From an optimization exercise on the open Yosys and OpenROAD flow, aimed at small area, a short achievable clock period and few clock cycles per item; shortcuts taken in it are not production practice.
Function was checked by simulation only, so behaviour that the tests miss may differ from the original.
No activity file was given, so power comes from the tool's default toggle rates.

## exp/umber
==> flow/design.v (excerpt) <==
module bit_vector_last_one_query_core (
	input  logic                           clk,
	input  logic                           arst_n,
	input  logic                           in_valid,
	output logic                           in_stall,
	input  logic [bvlq_pkg::FUNC_W-1:0]    func,
	input  logic                           bit_value,
	input  logic [bvlq_pkg::POS_W-1:0]     query_pos,
	output logic                           out_valid,
	input  logic                           out_stall,
	output logic [bvlq_pkg::POS_W-1:0]     last_one_pos,
	output logic                           found,
	output logic [bvlq_pkg::STAT_W-1:0]    status
);
	localparam int unsigned NR = bvlq_pkg::NUM_ROWS;
	localparam int unsigned BB = bvlq_pkg::BLOCK_BITS;
	localparam int unsigned OW = bvlq_pkg::OFF_W;
	localparam int unsigned BW = bvlq_pkg::BLK_W;
	localparam int unsigned NG = BB / 8;
	localparam int unsigned GW = $clog2(NG);
	logic hold_q;    
	logic fix_q;     
	logic stall_q;   
	logic run_ab;
	logic                        a_valid_q;
	logic [bvlq_pkg::FUNC_W-1:0] a_func_q;
	logic                        a_bit_q;
	bvlq_pkg::pos_t              a_pos_q;
	assign run_ab   = !hold_q && !fix_q;
	assign in_stall = stall_q;
	always_ff @(posedge clk or negedge arst_n) begin
		if (!arst_n) begin
			a_valid_q <= 1'b0;
  ...
Size: roughly 3200 cells after synthesis, roughly 1300 flip-flops.
==> flow/config.mk <==
export PLATFORM = sky130hd
export DESIGN_NAME = bit_vector_last_one_query_core
export DESIGN_NICKNAME = bit_vector_last_one_query_core
export VERILOG_FILES = /design/flow/design.v
export SDC_FILE = /design/flow/constraint.sdc
export NUM_CORES = 4
export LEC_CHECK = 0
export CAP_MARGIN = 20
export CORE_MARGIN = 2
export CORE_UTILIZATION = 35
export SETUP_SLACK_MARGIN = 5
export SLEW_MARGIN = 20
export SYNTH_MEMORY_MAX_BITS = 8192
==> flow/constraint.sdc <==
create_clock -name core_clock -period 10.0 [get_ports {clk}]
set_input_delay 2.0000 -clock core_clock [delete_from_list [all_inputs] [get_ports {clk}]]
set_output_delay 2.0000 -clock core_clock [all_outputs]
set_load 0.01 [all_outputs]
standard.sh (not shown) runs the stock make flow with config.mk's settings and CLKGATE_MAP_FILE= SYNTH_SCRIPT=/design/flow/synth_recipe.tcl, a recipe that flattens the netlist after the stock synthesis.
==> flow/flow/run.sh <==
#!/bin/bash
set -euo pipefail
MARGIN=$(cat flow/margin.txt)
bash standard.sh SETUP_SLACK_MARGIN="$MARGIN" finish > make_finish.log 2>&1
==> flow/flow/margin.txt <==
6.5
Testbench counts of exp/umber, summed over its fixed seeds: cycles 13,033, items 12,800.
The following lists how exp/zinc was set up differently from exp/umber:
==> flow/flow/run.sh <==
#!/bin/bash
set -euo pipefail
MARGIN=$(cat flow/margin.txt)
CTS=$(cat flow/cts_args.txt)
bash standard.sh SETUP_SLACK_MARGIN="$MARGIN" "CTS_ARGS=$CTS" finish > make_finish.log 2>&1
==> flow/flow/cts_args.txt (new file) <==
-sink_clustering_enable -repair_clock_nets -dont_use_dummy_load -sink_clustering_size 24 -sink_clustering_max_diameter 90
diff --git a/flow/config.mk b/flow/config.mk
--- a/flow/config.mk
+++ b/flow/config.mk
@@ -13 +13,2 @@
 export SYNTH_MEMORY_MAX_BITS = 8192
+export TNS_END_PERCENT = 10
Notes after the runs:
- Required time reported for the critical path endpoint for exp/zinc: 40 ps down relative to exp/umber
- exp/zinc vs. exp/umber: total power of the final layout shows a reduction of about 15%, area overhead of the layout relative to synthesis now sits lower, synthesized net count ~0 delta, combinational power went down by 7.6%, shortest clock period the worst path allows after layout now larger.
- Count of clock-net buffers in the final layout (exp/zinc vs. exp/umber) decreases by more than half
- Between exp/umber and exp/zinc, the flow reports number of global-route vias before repair decreasing by a few percent.
- Of exp/zinc and exp/umber, exp/zinc shows the lower critical path depth, with exp/umber above it.
Here is what was changed in the inputs of exp/maple compared with exp/zinc.
==> flow/flow/margin.txt <==
7.0
Across exp/maple and exp/zinc, the outcome is the same: a clean finish for every run. The clock group total power on exp/zinc is in line with that on exp/maple. exp/maple against exp/zinc: detailed placement HPWL decreased 0.51%; wire length of the first global-routing pass went up. Reported for exp/maple and exp/zinc, sequential cell count turned out identical to the last digit. Comparing exp/maple and exp/zinc, the lower length in cells of the worst reg-to-reg path is on exp/maple. Register-to-register path setup slack, exp/maple and exp/zinc, lower one = exp/zinc.
Input-level comparison between exp/juniper and exp/maple:
diff --git a/flow/config.mk b/flow/config.mk
--- a/flow/config.mk
+++ b/flow/config.mk
@@ -13,2 +13 @@
 export SYNTH_MEMORY_MAX_BITS = 8192
-export TNS_END_PERCENT = 10
Findings:
In the metrics for exp/juniper and exp/maple, the one carrying the lower post-detailed-routing wire length is exp/maple.
The higher fraction of standard cell area that is sequential of exp/juniper and exp/maple is in exp/maple.
Row part of the total power dissipated in combinational logic: exp/juniper higher / exp/maple lower
Per the comparison of exp/juniper with exp/maple, clock period minus worst slack shows a reduction of 110 ps, number of filler instances in the final layout shows a reduction of about 1.8%, power shows an increase of 5.2%, worst setup slack after layout shows an increase of 110 ps, global-route track usage on met3 shows an increase of 1.4 points.
Compared with exp/maple, exp/juniper shows a higher worst path buffer plus inverter count.
Final area up 2100 µm² in exp/juniper wrt exp/maple
exp/juniper has clock-buffer cell count below what exp/maple had.
Input-level comparison between exp/onyx and exp/juniper:
==> flow/flow/margin.txt <==
6.5
==> results.txt <==
Looking at non-clock buffer instance count of the final layout, exp/onyx sits 39% below exp/juniper.
Power, exp/onyx and exp/juniper, lower one = exp/onyx.
Between exp/onyx and exp/juniper, filler cell count is higher for exp/onyx, exp/juniper comes in under that.
The utilization of exp/onyx falls short of that of exp/juniper by 2.0 points.
Relative to exp/juniper, relative contribution of the clock network to total power has gone up in exp/onyx.
In the reports for exp/onyx and exp/juniper, the smaller final-layout worst hold slack belongs to exp/onyx.
The cell area of exp/onyx is lower than that of exp/juniper.
From exp/juniper to exp/onyx the numbers moved as follows: fraction of standard cell area that is sequential increased 3.2 points, met1 usage in global routing now sits lower, clock network area share went up.
Initial antenna violation count | exp/onyx below exp/juniper
For exp/amber, these inputs were changed with respect to exp/onyx:
diff --git a/flow/config.mk b/flow/config.mk
--- a/flow/config.mk
+++ b/flow/config.mk
@@ -9,3 +9,3 @@
 export CORE_MARGIN = 2
-export CORE_UTILIZATION = 35
+export CORE_UTILIZATION = 45
 export SETUP_SLACK_MARGIN = 5
--- outcome ---
Re synthesized instance count: no difference whatsoever between exp/onyx and exp/amber. Compare exp/amber and exp/onyx | maximum fanout encountered on the critical timing path lower: exp/amber. Share of layout cells above drive strength 1 is lower on exp/amber. Between exp/amber and exp/onyx, the number of cells traversed by the worst hold path figures differ only marginally. Of exp/amber and exp/onyx, the run reporting the lower global-route met2 utilization was exp/onyx. In exp/amber, the footprint of the multi-input gates came out about 0.7% below the value in exp/onyx. Between exp/amber and exp/onyx, the difference in largest incremental delay on the critical path is negligible. Cell count ends up higher on exp/onyx. NOTE clock buffer count in the final layout exp/onyx->exp/amber decreased slightly. On final standard cell area without fillers, the higher figure sits with exp/onyx, not exp/amber.

========
Another version of the RTL of bit_vector_last_one_query_core (not shown whole).
Size: about 3000 cells after synthesis, about 34 I/O pins.
==> flow/config.mk <==
export PLATFORM = sky130hd
export DESIGN_NAME = bit_vector_last_one_query_core
export DESIGN_NICKNAME = bit_vector_last_one_query_core
export VERILOG_FILES = /design/flow/design.v
export SDC_FILE = /design/flow/constraint.sdc
export NUM_CORES = 4
export LEC_CHECK = 0
export CAP_MARGIN = 20
export CORE_MARGIN = 2
export CORE_UTILIZATION = 35
export SETUP_SLACK_MARGIN = 5
export SLEW_MARGIN = 20
export SYNTH_MEMORY_MAX_BITS = 8192
==> flow/constraint.sdc <==
create_clock -name core_clock -period 10.0 [get_ports {clk}]
set_input_delay 2.0000 -clock core_clock [delete_from_list [all_inputs] [get_ports {clk}]]
set_output_delay 2.0000 -clock core_clock [all_outputs]
set_load 0.01 [all_outputs]
==> flow/flow/run.sh <==
#!/bin/bash
set -euo pipefail
MARGIN=$(cat flow/margin.txt)
CTS=$(cat flow/cts_args.txt)
bash standard.sh SETUP_SLACK_MARGIN="$MARGIN" "CTS_ARGS=$CTS" finish > make_finish.log 2>&1
==> flow/flow/cts_args.txt <==
-sink_clustering_enable -repair_clock_nets -dont_use_dummy_load -sink_clustering_size 24 -sink_clustering_max_diameter 90
==> flow/flow/margin.txt <==
6.75
The baseline produced a clean layout.
Testbench counts at the start, summed over its fixed seeds: cycles 12,832, items 12,800.
Edit:
==> flow/flow/margin.txt (replaced) <==
6.5
Effect: Final cell count shrinks by 0.47%; clock skew decreases by 0.0055 ns; first-iteration DRC count increases by 4.8%; worst setup slack is worse by 0.028 ns.

separate check: timing with driven ports:
How much do the figures lean on ideal ports? The routed layouts below were timed once more, with nothing changed but the port constraints. Step 1 assumes that a clkbuf_16 drives the clock port and a buf_2 every other input. Step 2, shift: input delay + t, output delay - t, t = (earliest + latest rising clock arrival at the registers) / 2. This alone moves slack from input paths to output paths. Slacks: ideal / step 1 / step 2; pairs: ideal / step 1.
run | t (ns) | setup WS [ns] | latest minus earliest clock arrival (ns) | slew at the worst register clock pin (ns) | cell pins on the clock port's net
exp/umber | 0.814 | 6.351 / 6.351 / 6.351 | 0.039 / 0.039 | 0.07 / 0.07 | 1
exp/zinc | 0.768 | 6.331 / 6.331 / 6.331 | 0.055 / 0.054 | 0.10 / 0.10 | 1
exp/maple | 0.744 | 6.377 / 6.377 / 6.377 | 0.119 / 0.119 | 0.10 / 0.10 | 1
exp/juniper | 0.779 | 6.486 / 6.486 / 6.486 | 0.054 / 0.054 | 0.10 / 0.10 | 1
exp/onyx | 0.774 | 6.411 / 6.411 / 6.411 | 0.052 / 0.051 | 0.10 / 0.10 | 1
exp/amber | 0.774 | 6.326 / 6.326 / 6.326 | 0.094 / 0.094 | 0.10 / 0.10 | 1
the first run of note 2 | 0.736 | 6.658 / 6.584 / 6.477 | 0.077 / 0.077 | 0.10 / 0.10 | 1
the second run of note 2 | 0.738 | 6.630 / 6.557 / 6.533 | 0.073 / 0.073 | 0.10 / 0.10 | 1
After both steps setup and hold are still met in every run listed. The setup slack of the first run of note 2, which loses most, moves by -0.074 ns with the drivers and by -0.181 ns with both steps.
